Background: an optimization exercise with open tools, aiming at small area, a short achievable clock period and few clock cycles per item. Do not read the settings as production practice. At most, simulation tests tie the RTL to the original design; equivalence was not proved. Power is estimated from default activity; no workload was simulated.

main:
==> flow/design.v (excerpt) <==
module goertzel_power_detect #(
   parameter int OW       = 20,
   parameter int PW       = 2*OW+1,
   parameter int HOLD_ON  = 3,
   parameter int HOLD_OFF = 3
) (
   input  logic            i_clk,
   input  logic            i_rst,
   input  logic [2*OW-1:0] s_axis_tdata,
   input  logic            s_axis_tvalid,
   output logic            s_axis_tready,
   output logic [PW-1:0]   m_axis_tdata,
   output logic            m_axis_tuser,
   output logic            m_axis_tvalid,
   input  logic            m_axis_tready,
   input  logic [PW-1:0]   i_threshold,
   output logic            o_detect
);
Size: ~1,600 cells after synthesis, about 160 flip-flops, ~18,000 um2 of cells after synthesis.
export LEC_CHECK = 0
export CAP_MARGIN = 0
export CORE_MARGIN = 2
export CORE_UTILIZATION = 40
export CTS_BUF_LIST = sky130_fd_sc_hd__clkbuf_8
export SETUP_SLACK_MARGIN = 4.0
export SLEW_MARGIN = 0
export SYNTH_HIERARCHICAL = 1
export SYNTH_MINIMUM_KEEP_SIZE = 0
create_clock -name core_clock -period 8.0 [get_ports {i_clk}]
standard.sh (not shown) runs the stock make flow with config.mk's settings and CLKGATE_MAP_FILE= SYNTH_SCRIPT=/design/flow/synth_recipe.tcl, a recipe that flattens the netlist after the stock synthesis.
==> flow/flow/run.sh <==
#!/bin/bash
# Standard ORFS layout (the standard.sh, standard synthesis unchanged),
# with the port buffers made from the smallest buffer cell.
set -euo pipefail
bash standard.sh BUFFER_PORTS_ARGS="-buffer_cell sky130_fd_sc_hd__buf_1" finish > standard_flow.log 2>&1
main went all the way through synthesis, placement and routing and the layout is clean on timing, DRC and antenna.
[inputs] the feature branch vs main
- changing SLEW_MARGIN from 0 to 20
- changing CAP_MARGIN from 0 to 20
[summary]
- Looking at the feature branch and main, the antenna violation net count after detailed routing is a wash.
- Re synthesized cell count: no difference whatsoever between main and the feature branch.
- | count of filler cells inserted in the layout | main vs the feature branch | ≈ equal |
- In terms of boundary pin count, the feature branch and main differ only marginally.
No run of this note included a check of the RTL's function; only the layout flow was run.

========
goertzel_power_detect, a different RTL version from the one above (not shown whole).
Size: roughly 1600 cells after synthesis, about 160 flip-flops, ~130 I/O pins, about 0.018 mm^2 of cells after synthesis.
clock: 8.0 ns
lec_check: 0
cap_margin: 20
core_margin: 2
core_utilization: 40
cts_buf_list: sky130_fd_sc_hd__clkbuf_8
setup_slack_margin: 4.25
slew_margin: 20
synth_hierarchical: 1
synth_minimum_keep_size: 0
Scripts as last shown in full above: flow/flow/run.sh
The starting point passed the timing, DRC and antenna checks.
Then changed:
- SETUP_SLACK_MARGIN: 4.25 -> 4.1
What happened: The new run completed without violations. Synthesized area is unchanged. Sequential share of layout area went up by 0.85 points. Non-clock buffer count falls by 66.
Then changed:
- SETUP_SLACK_MARGIN: 4.1 -> 3.95
Core utilization decreases by 0.84 points. Routed wire length went down by 1.6%. Worst setup slack loses 93 ps. Die area does not change. Power decreases by about 0.9%. Clock skew drops by 5.4 ps. Count of clock-buffer cells in the layout does not change. Combinational power falls by about 0.7%. Area after synthesis does not change. Clock power is lower by about 7%. Worst hold slack is worse by 3.4 ps.
No functional check of the RTL was part of any run of this note.

========
goertzel_power_detect, a different RTL version from the one above (not shown whole).
Size in the first run: ~1600 cells after synthesis, roughly 160 flip-flops.
clock: 8.0 ns
lec_check: 0
cap_margin: 20
core_margin: 2
core_utilization: 60
cts_buf_list: sky130_fd_sc_hd__clkbuf_8
place_density: 0.75
setup_slack_margin: 3.5
slew_margin: 20
synth_hierarchical: 1
synth_minimum_keep_size: 0
Scripts as last shown in full above: flow/flow/run.sh
Testbench counts at the start, summed over its fixed seeds: cycles 2,072, items 2,048.
==> next run, changes <==
- CORE_UTILIZATION: 60 -> 40
- CTS_BUF_LIST: sky130_fd_sc_hd__clkbuf_8 -> not set
- PLACE_DENSITY: 0.75 -> not set
Via count is lower slightly; synthesized cell count stays the same; routed wire length is higher by a little under a tenth; die area rose by well over a third; utilization decreases by 20 points; register-to-register slack improves by 30 ps; global-route usage went down by 7.6 points; setup slack is better by 28 ps.
==> next run, changes <==
- CTS_BUF_LIST: not set -> sky130_fd_sc_hd__clkbuf_8
- SETUP_SLACK_MARGIN: 3.5 -> 4.0
Effect: Cell count grows by 8.2%. Cell area is higher by 16%. Wire length rises by 24%.

========
job 8787:
goertzel_power_detect, a different RTL version from the one above (not shown whole).
For scale: about 160 flip-flops, roughly 130 I/O pins, ~0.017 sq mm of cells after synthesis.
## goertzel_power_detect
module goertzel_power_detect #(
   parameter int OW       = 20,
   parameter int PW       = 2*OW+1,
   parameter int HOLD_ON  = 3,
   parameter int HOLD_OFF = 3
) (
   input  logic            i_clk,
   input  logic            i_rst,
   input  logic [2*OW-1:0] s_axis_tdata,
   input  logic            s_axis_tvalid,
   output logic            s_axis_tready,
   output logic [PW-1:0]   m_axis_tdata,
   output logic            m_axis_tuser,
   output logic            m_axis_tvalid,
   input  logic            m_axis_tready,
   input  logic [PW-1:0]   i_threshold,
   output logic            o_detect
);
   localparam bit c_INREG  = 1'b1;
   localparam bit c_MIDREG = 1'b1;
   localparam bit c_INMUX  = 1'b1;
   localparam bit c_ABS    = 1'b1;
   localparam bit c_INV    = 1'b1;
   localparam bit c_TREG   = 1'b0;
   localparam bit c_TDUP   = 1'b1;
   localparam int c_HMAX = (HOLD_ON > HOLD_OFF) ? HOLD_ON : HOLD_OFF;
   localparam int c_CW   = (c_HMAX > 1) ? $clog2(c_HMAX) : 1;
   logic            w_en;
   logic            w_v1, w_v2;
   logic            r_v3;
   logic [OW-1:0]   x_re, x_im;
   logic [76-1:0] w_mid_d, w_mid_q;
   logic [PW-1:0]   w_ra, w_rb;
   logic [PW-1:0]   w_sum;
   logic            w_hit;
   logic [PW-1:0]   r_pwr;
   logic            r_hit;
   logic            r_det;
   logic [c_CW-1:0] r_cnt, w_cnt_nxt;
   logic            w_det_nxt;
   assign w_en = !r_v3 || m_axis_tready;
   generate
      if (c_TDUP) begin : g_tdup
         logic r_nv3;
  ...
==> flow/config.mk <==
export PLATFORM = sky130hd
export DESIGN_NAME = goertzel_power_detect
export DESIGN_NICKNAME = goertzel_power_detect
export VERILOG_FILES = /design/flow/design.v
export SDC_FILE = /design/flow/constraint.sdc
export NUM_CORES = 4
export LEC_CHECK = 0
export CAP_MARGIN = 20
export CORE_MARGIN = 2
export CORE_UTILIZATION = 40
export CTS_BUF_LIST = sky130_fd_sc_hd__clkbuf_8
export SETUP_SLACK_MARGIN = 4.1
export SLEW_MARGIN = 20
export SYNTH_HIERARCHICAL = 1
export SYNTH_MINIMUM_KEEP_SIZE = 0
==> flow/constraint.sdc <==
create_clock -name core_clock -period 8.0 [get_ports {i_clk}]
set_input_delay 1.6000 -clock core_clock [delete_from_list [all_inputs] [get_ports {i_clk}]]
set_output_delay 1.6000 -clock core_clock [all_outputs]
set_load 0.01 [all_outputs]
Scripts as last shown in full above: flow/flow/run.sh
Job 8787 reached the end of the flow, and the finished layout is clean on the timing, DRC and antenna checks.
Testbench counts of job 8787, summed over its fixed seeds: cycles 2,072, items 2,048.
Changes in job 7050 relative to job 8787:
--- a/flow/config.mk
+++ b/flow/config.mk
@@ -8,7 +8,8 @@
 export CAP_MARGIN = 20
 export CORE_MARGIN = 2
-export CORE_UTILIZATION = 40
+export CORE_UTILIZATION = 55
 export CTS_BUF_LIST = sky130_fd_sc_hd__clkbuf_8
-export SETUP_SLACK_MARGIN = 4.1
+export PLACE_DENSITY = 0.7
+export SETUP_SLACK_MARGIN = 4.2
 export SLEW_MARGIN = 20
 export SYNTH_HIERARCHICAL = 1
==> comparison <==
- Job 7050: full flow OK, the timing, DRC and antenna checks passed
- Job 7050: met2 wire length is 3.4% lower than what job 8787 reported.
- From job 8787 to job 7050, average cell area after synthesis did not move at all.
- Compared with job 8787, job 7050 shows a fraction of the cycle the final worst path needs that is 0.42 points lower.
- Job 7050 leaves more setup margin than job 8787.
- Diff job 7050..job 8787 | share of the final layout cell area in multi-input gates | negligible
- When job 7050 is measured against job 8787, its synthesis-to-finish area growth turns out 0.41 points higher.
- Diff job 8787 -> job 7050: overall global routing resource usage higher; count of antenna diodes in the layout saw a decrease; final period demand of the worst path now smaller; overall power moved up.
diff inputs: job 7050 => job 4379
--- a/flow/config.mk
+++ b/flow/config.mk
@@ -8,8 +8,7 @@
 export CAP_MARGIN = 20
 export CORE_MARGIN = 2
-export CORE_UTILIZATION = 55
+export CORE_UTILIZATION = 40
 export CTS_BUF_LIST = sky130_fd_sc_hd__clkbuf_8
-export PLACE_DENSITY = 0.7
-export SETUP_SLACK_MARGIN = 4.2
+export SETUP_SLACK_MARGIN = 4.3
 export SLEW_MARGIN = 20
 export SYNTH_HIERARCHICAL = 1
==> comparison <==
Job 4379: clock power share higher than job 7050. Against job 7050, job 4379 reports a clock-buffer cell count that is higher. Relative to job 7050, the global-route wire length before repair measured on job 4379 has increased by more than 10%. Job 4379 went all the way through the flow, and no timing, DRC or antenna check failed. Re met2 track utilization from global routing: job 4379 is 6.2 points down on job 7050.
Changes in job 6285 relative to job 4379:
--- a/flow/config.mk
+++ b/flow/config.mk
@@ -10,5 +10,5 @@
 export CORE_UTILIZATION = 40
 export CTS_BUF_LIST = sky130_fd_sc_hd__clkbuf_8
-export SETUP_SLACK_MARGIN = 4.3
+export SETUP_SLACK_MARGIN = 4.4
 export SLEW_MARGIN = 20
 export SYNTH_HIERARCHICAL = 1
## What came out
For job 6285, the startpoint of the worst setup timing path was g_in.r_im[4]$_DFF_P_, unlike job 4379, where it was g_in.r_re[14]$_DFF_P_. Job 6285 vs. job 4379: cell count rose by 0.91%, total setup buffers inserted after CTS went up, first-pass GRT wire length now sits at about the same level, final worst slack moved up. Post-detailed-route count of antenna-violating nets came out exactly the same in job 6285 and job 4379.

afterwards: timing with drivers on the ports:
The results above use ideal ports. As a check the final layouts listed here were re-extracted and re-timed, cells and wires unchanged.
Step 1, drivers: a clkbuf_16 drives i_clk and a buf_2 each remaining input, both assumed.
Step 2 moves the port delays by t, midway between the first and last clock arrival at a register: inputs arrive t later, outputs are due t later. That takes back most of the time a late clock gives input paths.
Three values: no drivers, after step 1, after step 2; two values: the first two.
run | t, ns | slack for setup (ns) | worst hold slack (ns) | worst register clock-pin slew, ns
main | 0.570 | 4.039 / 4.017 / 3.552 | 0.456 / 0.456 / 0.456 | 0.11 / 0.11
the feature branch | 0.570 | 4.039 / 4.017 / 3.552 | 0.456 / 0.456 / 0.456 | 0.11 / 0.11
the first run of note 2 | 0.577 | 4.120 / 4.070 / 3.851 | 0.443 / 0.443 / 0.443 | 0.11 / 0.11
the second run of note 2 | 0.565 | 4.118 / 4.069 / 3.603 | 0.443 / 0.443 / 0.443 | 0.11 / 0.11
the third run of note 2 | 0.578 | 4.025 / 4.023 / 3.635 | 0.440 / 0.440 / 0.440 | 0.11 / 0.11
the first run of note 3 | 0.523 | 3.588 / 3.588 / 3.588 | 0.467 / 0.467 / 0.467 | 0.11 / 0.11
the second run of note 3 | 0.508 | 3.616 / 3.616 / 3.616 | 0.452 / 0.452 / 0.452 | 0.08 / 0.08
the third run of note 3 | 0.572 | 3.740 / 3.740 / 3.740 | 0.463 / 0.463 / 0.463 | 0.10 / 0.10
job 8787 | 0.565 | 4.189 / 4.189 / 3.781 | 0.440 / 0.440 / 0.440 | 0.10 / 0.10
job 7050 | 0.534 | 4.223 / 4.223 / 3.817 | 0.441 / 0.441 / 0.441 | 0.10 / 0.10
job 4379 | 0.565 | 4.261 / 4.261 / 3.832 | 0.449 / 0.449 / 0.449 | 0.11 / 0.11
job 6285 | 0.564 | 4.271 / 4.271 / 3.877 | 0.437 / 0.437 / 0.437 | 0.10 / 0.10
After both steps every run listed still meets setup and hold. For the second run of note 2, which loses most, drivers alone change the setup slack by -0.049 ns; drivers and shift together by -0.515 ns.
